Context: an optimization exercise on an open-source flow, tuned for small area. The choices shown serve that exercise and are no tape-out recipe.
In this exercise RTL edits were held to simulation tests only and were not proved equivalent to the original.
Power and IR drop assume default switching activity.

==> inputs of job 3501 <==
==> flow/design.v (excerpt) <==
module trace_commit_buf #(
    parameter  int XLEN  = 64,
    parameter  int NREG  = 32,
    parameter  int DEPTH = 16,
    parameter  int SEQW  = 16,
    localparam int RW    = $clog2(NREG),
    localparam int PW    = $clog2(DEPTH)
) (
    input  logic                 clock,
    input  logic                 reset,
    input  logic                 commit_valid,
    input  logic [XLEN-1:0]      commit_pc,
    input  logic                 commit_wen,
    input  logic [RW-1:0]        commit_rd,
    input  logic [XLEN-1:0]      commit_wdata,
    output logic                 out_valid,
    input  logic                 out_ready,
    output logic [SEQW-1:0]      out_seq,
    output logic [XLEN-1:0]      out_pc,
    output logic                 out_wen,
    output logic [RW-1:0]        out_rd,
    output logic [XLEN-1:0]      out_wdata,
    input  logic                 trace_en,
    output logic [PW:0]          count,
    output logic                 overflow,
    output logic [SEQW-1:0]      drop_cnt,
    input  logic                 ovf_clear,
    input  logic [RW-1:0]        dbg_raddr,
    output logic [XLEN-1:0]      dbg_rdata
);
==> module trace_commit_buf, before the edit <==
module trace_commit_buf #(
    parameter  int XLEN  = 64,
    parameter  int NREG  = 32,
    parameter  int DEPTH = 16,
    parameter  int SEQW  = 16,
    localparam int RW    = $clog2(NREG),
    localparam int PW    = $clog2(DEPTH)
) (
    input  logic                 clock,
    input  logic                 reset,
    input  logic                 commit_valid,
    input  logic [XLEN-1:0]      commit_pc,
    input  logic                 commit_wen,
    input  logic [RW-1:0]        commit_rd,
    input  logic [XLEN-1:0]      commit_wdata,
    output logic                 out_valid,
    input  logic                 out_ready,
    output logic [SEQW-1:0]      out_seq,
    output logic [XLEN-1:0]      out_pc,
    output logic                 out_wen,
    output logic [RW-1:0]        out_rd,
    output logic [XLEN-1:0]      out_wdata,
    input  logic                 trace_en,
    output logic [PW:0]          count,
    output logic                 overflow,
    output logic [SEQW-1:0]      drop_cnt,
    input  logic                 ovf_clear,
    input  logic [RW-1:0]        dbg_raddr,
    output logic [XLEN-1:0]      dbg_rdata
);
    localparam logic [PW:0] FULL_CNT = (PW+1)'(DEPTH);
    typedef struct packed {
        logic [SEQW-1:0] seq;
        logic [XLEN-1:0] pc;
        logic            wen;
        logic [RW-1:0]   rd;
        logic [XLEN-1:0] wdata;
    } record_t;
    localparam int RECW = SEQW + XLEN + 1 + RW + XLEN;
    logic [RECW-1:0] mem [0:DEPTH-1];
    logic [PW-1:0]   wptr;
    logic [PW-1:0]   rptr;
    logic [SEQW-1:0] seq;
    logic [XLEN-1:0] rf [0:NREG-1];
    record_t rec_in;
    record_t head;
    logic    push_req;
    logic    pop;
    logic    full;
    logic    push_ok;
    logic    drop;
    assign push_req = commit_valid & trace_en;
    assign pop      = out_valid & out_ready;
    assign full     = (count == FULL_CNT);
    assign push_ok  = push_req & (~full | pop);
    assign drop     = push_req & full & ~pop;
    assign rec_in.seq   = seq;
    assign rec_in.pc    = commit_pc;
    assign rec_in.wen   = commit_wen & (commit_rd != '0);
    assign rec_in.rd    = commit_rd;
    assign rec_in.wdata = commit_wdata;
    assign head          = mem[rptr];
    assign out_valid = (count != '0);
    assign out_seq   = out_valid ? head.seq   : '0;
    assign out_pc    = out_valid ? head.pc    : '0;
    assign out_wen   = out_valid ? head.wen   : 1'b0;
    assign out_rd    = out_valid ? head.rd    : '0;
    assign out_wdata = out_valid ? head.wdata : '0;
    always_ff @(posedge clock) begin
        if (push_ok) begin
            mem[wptr] <= rec_in;
        end
    end
    always_ff @(posedge clock or posedge reset) begin
        if (reset) begin
            wptr     <= '0;
            rptr     <= '0;
            count    <= '0;
            seq      <= '0;
            overflow <= 1'b0;
            drop_cnt <= '0;
        end else begin
            if (commit_valid) begin
                seq <= seq + SEQW'(1);
            end
            if (push_ok) begin
                wptr <= wptr + PW'(1);
            end
            if (pop) begin
                rptr <= rptr + PW'(1);
            end
            case ({push_ok, pop})
                2'b10:   count <= count + (PW+1)'(1);
                2'b01:   count <= count - (PW+1)'(1);
                default: count <= count;
            endcase
            if (drop) begin
                overflow <= 1'b1;
                if (ovf_clear) begin
                    drop_cnt <= SEQW'(1);
                end else if (drop_cnt != '1) begin
                    drop_cnt <= drop_cnt + SEQW'(1);
                end
            end else if (ovf_clear) begin
                overflow <= 1'b0;
                drop_cnt <= '0;
            end
        end
    end
    always_ff @(posedge clock or posedge reset) begin
        if (reset) begin
            for (int i = 0; i < NREG; i++) begin
                rf[i] <= '0;
            end
            dbg_rdata <= '0;
        end else begin
            if (commit_valid && commit_wen && (commit_rd != '0)) begin
                rf[commit_rd] <= commit_wdata;
            end
            dbg_rdata <= rf[dbg_raddr];
        end
    end
endmodule
Settings: LEC_CHECK=0, CAP_MARGIN=20, CORE_MARGIN=2, CORE_UTILIZATION=45, PLACE_DENSITY=0.6, SLEW_MARGIN=20; clock period 7.0 ns.
run.sh (not shown) runs the stock make flow with config.mk's settings and CLKGATE_MAP_FILE= SYNTH_SCRIPT=/design/flow/synth_recipe.tcl, a recipe that flattens the netlist after the stock synthesis.
==> inputs of job 8329, as changes to job 3501 <==
--- a/flow/design.v
+++ b/flow/design.v
@@ -1,2 +1,13 @@
+module tcb_aoi222 (
+    input  logic a,
+    input  logic b,
+    input  logic c,
+    input  logic d,
+    input  logic e,
+    input  logic f,
+    output logic y
+);
+    assign y = ~((a & b) | (c & d) | (e & f));
+endmodule
 module trace_commit_buf #(
     parameter  int XLEN  = 64,
@@ -30,24 +41,17 @@
 );
     localparam logic [PW:0] FULL_CNT = (PW+1)'(DEPTH);
-    typedef struct packed {
-        logic [SEQW-1:0] seq;
-        logic [XLEN-1:0] pc;
-        logic            wen;
-        logic [RW-1:0]   rd;
-        logic [XLEN-1:0] wdata;
-    } record_t;
     localparam int RECW = SEQW + XLEN + 1 + RW + XLEN;
-    logic [RECW-1:0] mem [0:DEPTH-1];
-    logic [PW-1:0]   wptr;
-    logic [PW-1:0]   rptr;
-    logic [SEQW-1:0] seq;
-    logic [XLEN-1:0] rf [0:NREG-1];
-    record_t rec_in;
-    record_t head;
-    logic    push_req;
-    logic    pop;
-    logic    full;
-    logic    push_ok;
-    logic    drop;
+    logic [RECW-1:0]  mem   [0:DEPTH-1];
+    logic [PW-1:0]    wptr;
+    logic [PW-1:0]    rptr;
+    logic [SEQW-1:0]  seq;
+    logic [DEPTH-1:0] hsel;       
+    logic            push_req;
+    logic            pop;
+    logic            full;
+    logic            push_ok;
+    logic            drop;
+    logic [RECW-1:0] rec_in;
+    logic [RECW-1:0] head;
     assign push_req = commit_valid & trace_en;
     assign pop      = out_valid & out_ready;
@@ -55,16 +59,5 @@
     assign push_ok  = push_req & (~full | pop);
     assign drop     = push_req & full & ~pop;
-    assign rec_in.seq   = seq;
-    assign rec_in.pc    = commit_pc;
-    assign rec_in.wen   = commit_wen & (commit_rd != '0);
-    assign rec_in.rd    = commit_rd;
-    assign rec_in.wdata = commit_wdata;
-    assign head          = mem[rptr];
-    assign out_valid = (count != '0);
-    assign out_seq   = out_valid ? head.seq   : '0;
-    assign out_pc    = out_valid ? head.pc    : '0;
-    assign out_wen   = out_valid ? head.wen   : 1'b0;
-    assign out_rd    = out_valid ? head.rd    : '0;
-    assign out_wdata = out_valid ? head.wdata : '0;
+    assign rec_in = {seq, commit_pc, commit_wen & (commit_rd != '0), commit_rd, commit_wdata};
     always_ff @(posedge clock) begin
         if (push_ok) begin
@@ -72,4 +65,20 @@
         end
     end
+    for (genvar b = 0; b < RECW; b++) begin : g_head
+        logic [5:0] n;
+        for (genvar k = 0; k < 5; k++) begin : g_grp
+            tcb_aoi222 u_sel (.a(mem[3*k][b]),   .b(hsel[3*k]),
+                              .c(mem[3*k+1][b]), .d(hsel[3*k+1]),
+                              .e(mem[3*k+2][b]), .f(hsel[3*k+2]),
+                              .y(n[k]));
+        end
+        assign n[5]    = ~(mem[15][b] & hsel[15]);
+        assign head[b] = ~(&n);
+    end
+    assign out_valid = (count != '0);
+    for (genvar i = 0; i < DEPTH; i++) begin : g_hsel
+        assign hsel[i] = out_valid & (rptr == PW'(i));
+    end
+    assign {out_seq, out_pc, out_wen, out_rd, out_wdata} = head;
     always_ff @(posedge clock or posedge reset) begin
         if (reset) begin
@@ -108,16 +117,47 @@
         end
     end
+    logic [XLEN-1:0] rf   [1:NREG-1];
+    logic [NREG-1:1] rf_vld;
+    logic [NREG-1:1] rf_vld_nx;
+    logic [NREG-1:1] rsel;        
+    logic [RW-1:0]   raddr;       
+    logic [NREG-1:1] r_load;
+    logic            wr_pend;
+    logic [RW-1:0]   wr_rd;
+    logic [XLEN-1:0] wr_data;
+    for (genvar i = 1; i < NREG; i++) begin : g_rf
+        assign r_load[i]    = wr_pend & (wr_rd == RW'(i));
+        assign rf_vld_nx[i] = rf_vld[i] | r_load[i];
+        assign rsel[i]      = rf_vld[i] & (raddr == RW'(i));
+        always_ff @(posedge clock) begin
+            if (r_load[i]) begin
+                rf[i] <= wr_data;
+            end
+        end
+    end
+    always_ff @(posedge clock) begin
+        wr_rd   <= commit_rd;
+        wr_data <= commit_wdata;
+        raddr   <= dbg_raddr;
+    end
     always_ff @(posedge clock or posedge reset) begin
         if (reset) begin
-            for (int i = 0; i < NREG; i++) begin
-                rf[i] <= '0;
-            end
-            dbg_rdata <= '0;
+            wr_pend <= 1'b0;
+            rf_vld  <= '0;
         end else begin
-            if (commit_valid && commit_wen && (commit_rd != '0)) begin
-                rf[commit_rd] <= commit_wdata;
-            end
-            dbg_rdata <= rf[dbg_raddr];
+            wr_pend <= commit_valid & commit_wen & (commit_rd != '0);
+            rf_vld  <= rf_vld_nx;
         end
     end
+    for (genvar b = 0; b < XLEN; b++) begin : g_dbg
+        logic [10:0] n;
+        for (genvar k = 0; k < 10; k++) begin : g_grp
+            tcb_aoi222 u_sel (.a(rf[3*k+1][b]), .b(rsel[3*k+1]),
+                              .c(rf[3*k+2][b]), .d(rsel[3*k+2]),
+                              .e(rf[3*k+3][b]), .f(rsel[3*k+3]),
+                              .y(n[k]));
+        end
+        assign n[10]        = ~(rf[31][b] & rsel[31]);
+        assign dbg_rdata[b] = ~(&n);
+    end
 endmodule
==> flow/flow/run.sh (new file) <==
#!/bin/bash
# The standard ORFS layout (standard.sh) with these changes:
#  * synthesis keeps the small gate module tcb_aoi222 as their own
#    module while it maps them, so it maps to one library cell; the standard flow's
#    synthesis script still flattens the netlist at its end, so the
#    registers, their names and their cells are the standard synthesis's;
#  * clock tree synthesis inserts no dummy loads and clusters up to 25
#    registers within 80 um per leaf buffer;
#  * the port buffers are the smallest buffer cell.
# The make output goes to flow_make.log in this folder; ORFS's per-step logs
# stay under orfs/logs.
set -euo pipefail
export SYNTH_KEEP_MODULES="tcb_aoi222"
export CTS_ARGS="-sink_clustering_enable -repair_clock_nets -dont_use_dummy_load -sink_clustering_size 25 -sink_clustering_max_diameter 80"
export BUFFER_PORTS_ARGS="-buffer_cell sky130_fd_sc_hd__buf_1"
bash standard.sh finish > flow_make.log 2>&1
==> flow/standard.sh (new file) <==
#!/bin/bash
# synth_recipe.tcl (not shown) runs the flow's synth.tcl, then flattens the netlist and writes it again
# the make line also repeats each setting of config.mk as NAME=value (left out here)
make -C /OpenROAD-flow-scripts/flow DESIGN_CONFIG=/design/flow/config.mk WORK_HOME=/design/flow/orfs CLKGATE_MAP_FILE= SYNTH_SCRIPT=/design/flow/synth_recipe.tcl "${@:-finish}"
Settings changed: CORE_UTILIZATION 45 to 55, PLACE_DENSITY 0.6 to 0.65.
removed: flow/run.sh
==> inputs of job 8622, as changes to job 3501 <==
--- a/flow/design.v
+++ b/flow/design.v
@@ -30,11 +30,4 @@
 );
     localparam logic [PW:0] FULL_CNT = (PW+1)'(DEPTH);
-    typedef struct packed {
-        logic [SEQW-1:0] seq;
-        logic [XLEN-1:0] pc;
-        logic            wen;
-        logic [RW-1:0]   rd;
-        logic [XLEN-1:0] wdata;
-    } record_t;
     localparam int RECW = SEQW + XLEN + 1 + RW + XLEN;
     logic [RECW-1:0] mem [0:DEPTH-1];
@@ -42,12 +35,14 @@
     logic [PW-1:0]   rptr;
     logic [SEQW-1:0] seq;
-    logic [XLEN-1:0] rf [0:NREG-1];
-    record_t rec_in;
-    record_t head;
-    logic    push_req;
-    logic    pop;
-    logic    full;
-    logic    push_ok;
-    logic    drop;
+    logic [DEPTH-1:0] hsel;       
+    logic            push_req;
+    logic            pop;
+    logic            full;
+    logic            push_ok;
+    logic            drop;
+    logic [RECW-1:0] rec_in;
+    logic [RECW-1:0] head;
+    logic [PW:0]     count_nx;
+    logic [PW-1:0]   rptr_nx;
     assign push_req = commit_valid & trace_en;
     assign pop      = out_valid & out_ready;
@@ -55,20 +50,25 @@
     assign push_ok  = push_req & (~full | pop);
     assign drop     = push_req & full & ~pop;
-    assign rec_in.seq   = seq;
-    assign rec_in.pc    = commit_pc;
-    assign rec_in.wen   = commit_wen & (commit_rd != '0);
-    assign rec_in.rd    = commit_rd;
-    assign rec_in.wdata = commit_wdata;
-    assign head          = mem[rptr];
+    assign rec_in = {seq, commit_pc, commit_wen & (commit_rd != '0), commit_rd, commit_wdata};
+    always_comb begin
+        head = '0;
+        for (int i = 0; i < DEPTH; i++) begin
+            head = head | (mem[i] & {RECW{hsel[i]}});
+        end
+    end
     assign out_valid = (count != '0);
-    assign out_seq   = out_valid ? head.seq   : '0;
-    assign out_pc    = out_valid ? head.pc    : '0;
-    assign out_wen   = out_valid ? head.wen   : 1'b0;
-    assign out_rd    = out_valid ? head.rd    : '0;
-    assign out_wdata = out_valid ? head.wdata : '0;
+    assign {out_seq, out_pc, out_wen, out_rd, out_wdata} = head;
     always_ff @(posedge clock) begin
         if (push_ok) begin
             mem[wptr] <= rec_in;
         end
+    end
+    always_comb begin
+        case ({push_ok, pop})
+            2'b10:   count_nx = count + (PW+1)'(1);
+            2'b01:   count_nx = count - (PW+1)'(1);
+            default: count_nx = count;
+        endcase
+        rptr_nx = pop ? rptr + PW'(1) : rptr;
     end
     always_ff @(posedge clock or posedge reset) begin
@@ -77,4 +77,5 @@
             rptr     <= '0;
             count    <= '0;
+            hsel     <= '0;
             seq      <= '0;
             overflow <= 1'b0;
@@ -87,12 +88,9 @@
                 wptr <= wptr + PW'(1);
             end
-            if (pop) begin
-                rptr <= rptr + PW'(1);
+            rptr  <= rptr_nx;
+            count <= count_nx;
+            for (int i = 0; i < DEPTH; i++) begin
+                hsel[i] <= (count_nx != '0) && (rptr_nx == PW'(i));
             end
-            case ({push_ok, pop})
-                2'b10:   count <= count + (PW+1)'(1);
-                2'b01:   count <= count - (PW+1)'(1);
-                default: count <= count;
-            endcase
             if (drop) begin
                 overflow <= 1'b1;
@@ -108,15 +106,41 @@
         end
     end
+    logic [XLEN-1:0] rf [1:NREG-1];
+    logic [NREG-1:1] rf_vld;
+    logic [NREG-1:1] rsel;        
+    logic            wr_pend;
+    logic [RW-1:0]   wr_rd;
+    logic [XLEN-1:0] wr_data;
+    logic [NREG-1:1] rf_vld_nx;
+    always_comb begin
+        rf_vld_nx = rf_vld;
+        if (wr_pend) begin
+            rf_vld_nx[wr_rd] = 1'b1;
+        end
+    end
+    always_ff @(posedge clock) begin
+        wr_rd   <= commit_rd;
+        wr_data <= commit_wdata;
+        if (wr_pend) begin
+            rf[wr_rd] <= wr_data;
+        end
+    end
     always_ff @(posedge clock or posedge reset) begin
         if (reset) begin
-            for (int i = 0; i < NREG; i++) begin
-                rf[i] <= '0;
+            wr_pend <= 1'b0;
+            rf_vld  <= '0;
+            rsel    <= '0;
+        end else begin
+            wr_pend <= commit_valid & commit_wen & (commit_rd != '0);
+            rf_vld  <= rf_vld_nx;
+            for (int i = 1; i < NREG; i++) begin
+                rsel[i] <= rf_vld_nx[i] && (dbg_raddr == RW'(i));
             end
-            dbg_rdata <= '0;
-        end else begin
-            if (commit_valid && commit_wen && (commit_rd != '0)) begin
-                rf[commit_rd] <= commit_wdata;
-            end
-            dbg_rdata <= rf[dbg_raddr];
+        end
+    end
+    always_comb begin
+        dbg_rdata = '0;
+        for (int i = 1; i < NREG; i++) begin
+            dbg_rdata = dbg_rdata | (rf[i] & {XLEN{rsel[i]}});
         end
     end
Settings changed: CORE_UTILIZATION 45 to 65, CTS_CLUSTER_DIAMETER from default to 80, CTS_CLUSTER_SIZE from default to 25, PLACE_DENSITY 0.6 to 0.75.
==> notes.md <==
quantity                                                                 job 8622        job 3501        job 8329
Status                                                             finished clean  finished clean  finished clean
Fraction of met1 tracks used by global routing                              49.6%           37.8%           40.4%
Worst setup endpoint                                                dbg_rdata[43]   out_wdata[34]   out_wdata[34]
Fraction of area in registers                                               76.8%           60.0%           79.5%
Share of the synthesized netlist area taken by xor and xnor gates          0.145%          0.187%          0.141%
Total power consumption of the routed design                             0.0605 W        0.0734 W        0.0537 W
Reg2reg setup slack                                                       2.52 ns         3.82 ns         3.37 ns
Gate count after technology mapping                                         8,306          10,200           7,035
Number of antenna violations at the first check in global routing              60              47              55
Beginning of the critical path                                            rsel[9]         rptr[0]        count[0]
Routability-driven placement congestion ratio                               0.836           0.804           0.806
Share of the cycle needed by the critical path after routing                80.4%           86.3%           92.2%
WHS Path Cells                                                                  1               0               1
Post-layout nets                                                            8,743          10,700           7,960
Slew at the pin closest to its max-slew limit                             1.24 ns         1.21 ns         1.23 ns
Number of clock sinks                                                       4,578           4,558           4,536

## re-timing with driven ports
The results above use ideal ports. As a check the final layouts listed here were re-extracted and re-timed, cells and wires unchanged.
Step 1, drivers: a clkbuf_16 drives clock and a buf_2 each remaining input, both assumed.
Step 2 times the ports against the registers' clock, not the clock port: input delays grow and output delays shrink by t, the midpoint of the rising clock arrivals with the driver on.
Three values: no drivers, after step 1, after step 2; two values: the first two.
run | t (ns) | slack for setup (ns) | worst register clock-pin slew, ns
job 3501 | 1.102 | 0.962 / 0.848 / 1.426 | 0.07 / 0.07
job 8329 | 1.012 | 0.545 / 0.438 / 1.450 | 0.10 / 0.10
job 8622 | 0.980 | 1.370 / 1.272 / 1.518 | 0.10 / 0.10
After both steps every run listed still meets setup and hold.
